This design comes from an exercise in tuning for small area, a short achievable clock period and few clock cycles on the open sky130 flow, not from production work.
At most, simulation tests tie the RTL to the original design; equivalence was not proved.
No driver is modelled on the clock port, so clock power and skew are understated where the tree is cut down; a real chip needs a root buffer or a tree.
Power figures rest on the tool's default switching activity, not on a simulated workload.

// image_dilation_3x3
module image_dilation_3x3
#(
  parameter int COL    = COL_DFLT,
  parameter int ROW    = ROW_DFLT,
  parameter int THRESH = 128
) (
  input  logic       clk,
  input  logic       rst,
  input  logic [7:0] data_in,
  input  logic       in_valid,
  output logic       in_ready,
  output logic [7:0] data_out,
  output logic       w_en,
  output logic       frame_done
);
Size in the first run: ~1700 cells after synthesis, roughly 980 flip-flops, roughly 22 I/O pins, roughly 24000 µm² of cells after synthesis.
make LEC_CHECK=0 CAP_MARGIN=20 CORE_MARGIN=2 CORE_UTILIZATION=40 SLEW_MARGIN=20 finish   # period 5.0 ns
run.sh (not shown) runs the stock make flow with config.mk's settings and CLKGATE_MAP_FILE= SYNTH_SCRIPT=/design/flow/synth_recipe.tcl, a recipe that flattens the netlist after the stock synthesis.
The starting point finished clean.
Rerun with:
Settings changed: ABC_CLOCK_PERIOD_IN_PS set to 2000, CORE_UTILIZATION 40 to 60, CTS_BUF_LIST set to sky130_fd_sc_hd__clkbuf_8, CTS_CLUSTER_SIZE set to 30, PLACE_DENSITY set to 0.7.
Register-to-register slack is better by 0.02 ns.
Wire length climbs by 2.9%.
Global-route usage climbs by 6.2 points.
No run of this note included a check of the RTL's function; only the layout flow was run.

---

Setup of cedar:
image_dilation_3x3, a different RTL version from the one above (not shown whole).
Size in the first run: ~1500 cells after synthesis, ~990 flip-flops, about 22 I/O pins.
## image_dilation_3x3
module image_dilation_3x3
#(
  parameter int COL    = COL_DFLT,
  parameter int ROW    = ROW_DFLT,
  parameter int THRESH = 128
) (
  input  logic       clk,
  input  logic       rst,
  input  logic [7:0] data_in,
  input  logic       in_valid,
  output logic       in_ready,
  output logic [7:0] data_out,
  output logic       w_en,
  output logic       frame_done
);
Settings: LEC_CHECK=0, ABC_CLOCK_PERIOD_IN_PS=2000, CAP_MARGIN=20, CORE_MARGIN=2, CORE_UTILIZATION=60, CTS_CLUSTER_DIAMETER=120, CTS_CLUSTER_SIZE=28, PLACE_DENSITY=0.7, SETUP_SLACK_MARGIN=3.1, SLEW_MARGIN=20; clock period 5.0 ns.
standard.sh (not shown) runs the stock make flow with config.mk's settings and CLKGATE_MAP_FILE= SYNTH_SCRIPT=/design/flow/synth_recipe.tcl, a recipe that flattens the netlist after the stock synthesis.
==> flow/flow/run.sh <==
#!/bin/bash
# Standard layout (the standard.sh, all ORFS steps), except that the
# clock tree is built by flow/clock_tree.tcl: a balanced two-level tree in
# place of TritonCTS's three levels. The tree is sourced through ORFS's
# PRE_CTS_TCL hook; the CTS step's repair and legalization run as usual.
set -euo pipefail
export PRE_CTS_TCL="$PWD/flow/clock_tree.tcl"
bash standard.sh > standard_flow.log 2>&1
Other scripts of this flow, unchanged in this note and not shown: flow/flow/clock_tree.tcl
Testbench counts of cedar, summed over its fixed seeds: cycles 1,847,052.
The inputs of maple differ from those of cedar as listed below.
diff --git a/flow/config.mk b/flow/config.mk
--- a/flow/config.mk
+++ b/flow/config.mk
@@ -13,4 +13,4 @@
 export CTS_CLUSTER_SIZE = 28
 export PLACE_DENSITY = 0.7
-export SETUP_SLACK_MARGIN = 3.1
+export SETUP_SLACK_MARGIN = 3.15
 export SLEW_MARGIN = 20
Results
Between maple and cedar, the difference in number of rows in the core area is negligible.
For share of the cycle needed by the critical path after routing, maple and cedar come out practically identical.
maple -> cedar: post-placement cell area flat
Core utilization: lower on maple
Post-CTS repair timing setup buffer count: higher on cedar
The run with more routed wire is maple, not cedar.
Switching part of the total: maple vs cedar — no meaningful difference
On sum of internal, switching and leakage power, maple does better than cedar.
Sort maple and cedar by number of cells on the critical path, ascending, and maple comes first.
No run of this note takes its clock network from TritonCTS; it comes from the design's own scripts or RTL.

---

image_dilation_3x3, a different RTL version from the one above (not shown whole).
Size in the first run: ~1,700 cells after synthesis, about 22 I/O pins.
export LEC_CHECK = 0
export ABC_CLOCK_PERIOD_IN_PS = 2000
export CAP_MARGIN = 20
export CORE_MARGIN = 2
export CORE_UTILIZATION = 60
export CTS_BUF_LIST = sky130_fd_sc_hd__clkbuf_8
export CTS_CLUSTER_SIZE = 30
export PLACE_DENSITY = 0.7
export SETUP_SLACK_MARGIN = 3.0
export SLEW_MARGIN = 20
create_clock -name core_clock -period 5.0 [get_ports {clk}]
run.sh (not shown) runs the stock make flow with config.mk's settings and CLKGATE_MAP_FILE= SYNTH_SCRIPT=/design/flow/synth_recipe.tcl, a recipe that flattens the netlist after the stock synthesis.
Stock flow here: none of the scripts above is used.
The first run passed the timing, DRC and antenna checks.
Testbench counts at the start, summed over its fixed seeds: cycles 1,847,052.
Next try:
Settings changed: CTS_BUF_LIST sky130_fd_sc_hd__clkbuf_8 to not set, CTS_CLUSTER_DIAMETER set to 120, CTS_CLUSTER_SIZE 30 to 28, SETUP_SLACK_MARGIN 3.0 to 3.3.
Result:
- area after synthesis does not change
- final cell count decreases by a few percent
- utilization falls by 2.4 points
- count of clock-buffer cells in the layout falls by 128
- clock skew barely changes
- register-to-register slack barely changes
- total power drops by about a fifth
Next try:
Settings changed: CTS_BUF_LIST set to sky130_fd_sc_hd__clkbuf_8, CTS_CLUSTER_DIAMETER 120 to not set, CTS_CLUSTER_SIZE 28 to 30, SETUP_SLACK_MARGIN 3.3 to 2.5.
Result: The changed run completed with no timing, DRC or antenna violations; clock-buffer cell count grows by 118; synthesized area does not change; hold slack hardly moves; synthesized cell count is unchanged.

---

Another version of the RTL of image_dilation_3x3 (not shown whole).
Size: about 1400 cells after synthesis, ~980 flip-flops, ~23000 sq um of cells after synthesis.
Settings: LEC_CHECK=0, ABC_CLOCK_PERIOD_IN_PS=2000, CAP_MARGIN=20, CORE_MARGIN=2, CORE_UTILIZATION=80, CTS_CLUSTER_DIAMETER=120, CTS_CLUSTER_SIZE=28, PLACE_DENSITY=0.88, SETUP_SLACK_MARGIN=3.15, SLEW_MARGIN=20; clock period 5.0 ns.
standard.sh (not shown) runs the stock make flow with config.mk's settings and CLKGATE_MAP_FILE= SYNTH_SCRIPT=/design/flow/synth_recipe.tcl, a recipe that flattens the netlist after the stock synthesis.
Scripts as last shown in full above: flow/flow/run.sh
Other scripts of this flow, unchanged in this note and not shown: flow/flow/clock_tree.tcl
The starting point stopped in detailed placement (3_5_place_dp) (DPL-0033).
Testbench counts at the start, summed over its fixed seeds: cycles 1,847,052.
Rerun with:
Settings changed: ABC_AREA set to 1, CORE_UTILIZATION 80 to 70, PLACE_DENSITY 0.88 to 0.8.
After rerunning: Now the flow produced a clean layout. Area after synthesis is about the same. Synthesized cell count goes up by 11%.
Rerun with:
Settings changed: ABC_AREA 1 to unset.
After rerunning:
- The new run completed with no timing, DRC or antenna violations
- die area barely changes
- design area hardly moves
- first-iteration DRC count goes down by well over a third
- via count goes down by roughly a tenth
Rerun with:
Settings changed: GPL_TIMING_DRIVEN set to 0.
=> Clock power came out higher by about 1%; sequential power hardly moves; combinational power grows by about 30%; wire length climbs by about 11%; first-iteration DRC count does not change; sequential share of layout area falls by 1.4 points; core utilization goes up by 1.4 points; design area is higher by about 1.8%; fmax came out lower by 9.3%.
Rerun with:
Settings changed: CORE_UTILIZATION 70 to 60, GPL_TIMING_DRIVEN 0 to unset, PLACE_DENSITY 0.8 to 0.7.
Design area decreases by 0.82%.
Wire length came out lower by 25%.
Total power goes down by 4.2%.
Setup slack improves by 0.19 ns.
Clock power goes down by about 3%.
Worst hold slack improves by 0.021 ns.
Sequential share of layout area climbs by 0.66 points.
Critical path depth came out higher by 4.
Synthesized cell count is unchanged.
Via count shrinks by 5.2%.
Die area came out higher by 16%.
The clock cells of the second, third, fourth and fifth runs of this note come from the design's own scripts or RTL, not from TritonCTS.

separate check: timing with driven ports:
No port has a modelled driver above. Below, the same layouts with a new extraction and two added sets of constraints.
Step 1: set_driving_cell puts a clkbuf_16 on clk and a buf_2 on each other input, an assumption about the parent block.
Step 2 times the ports against the registers' clock, not the clock port: input delays grow and output delays shrink by t, the midpoint of the rising clock arrivals with the driver on.
Three values: no drivers, after step 1, after step 2; two values: the first two.
| run | t (ns) | setup slack, ns | latest minus earliest clock arrival (ns) | worst register clock-pin slew, ns | cell pins on the clock port's net |
|---|---|---|---|---|---|
| the first run of note 1 | 0.653 | 2.099 / 2.099 / 1.704 | 0.019 / 0.019 | 0.07 / 0.07 | 1 |
| the second run of note 1 | 0.740 | 2.116 / 2.116 / 1.712 | 0.026 / 0.026 | 0.07 / 0.07 | 1 |
| cedar | 0.497 | 2.981 / 2.902 / 2.832 | 0.041 / 0.041 | 0.10 / 0.10 | 4 |
| maple | 0.497 | 2.980 / 2.875 / 2.873 | 0.050 / 0.050 | 0.10 / 0.10 | 4 |
| the first run of note 3 | 0.734 | 2.820 / 2.770 / 2.354 | 0.035 / 0.035 | 0.07 / 0.07 | 1 |
| the second run of note 3 | 0.636 | 2.876 / 2.823 / 2.735 | 0.038 / 0.038 | 0.11 / 0.11 | 1 |
| the third run of note 3 | 0.726 | 2.548 / 2.548 / 2.321 | 0.034 / 0.034 | 0.07 / 0.07 | 1 |
| the second run of note 4 | 0.506 | 2.813 / 2.699 / 2.881 | 0.056 / 0.057 | 0.12 / 0.12 | 4 |
| the third run of note 4 | 0.489 | 3.018 / 2.914 / 2.733 | 0.059 / 0.059 | 0.11 / 0.11 | 4 |
| the fourth run of note 4 | 0.482 | 2.815 / 2.715 / 2.671 | 0.068 / 0.068 | 0.13 / 0.13 | 4 |
| the fifth run of note 4 | 0.487 | 3.006 / 2.950 / 2.690 | 0.050 / 0.049 | 0.11 / 0.11 | 4 |
After both steps every run listed still meets setup and hold. For the first run of note 3, which loses most, drivers alone change the setup slack by -0.050 ns; drivers and shift together by -0.466 ns.
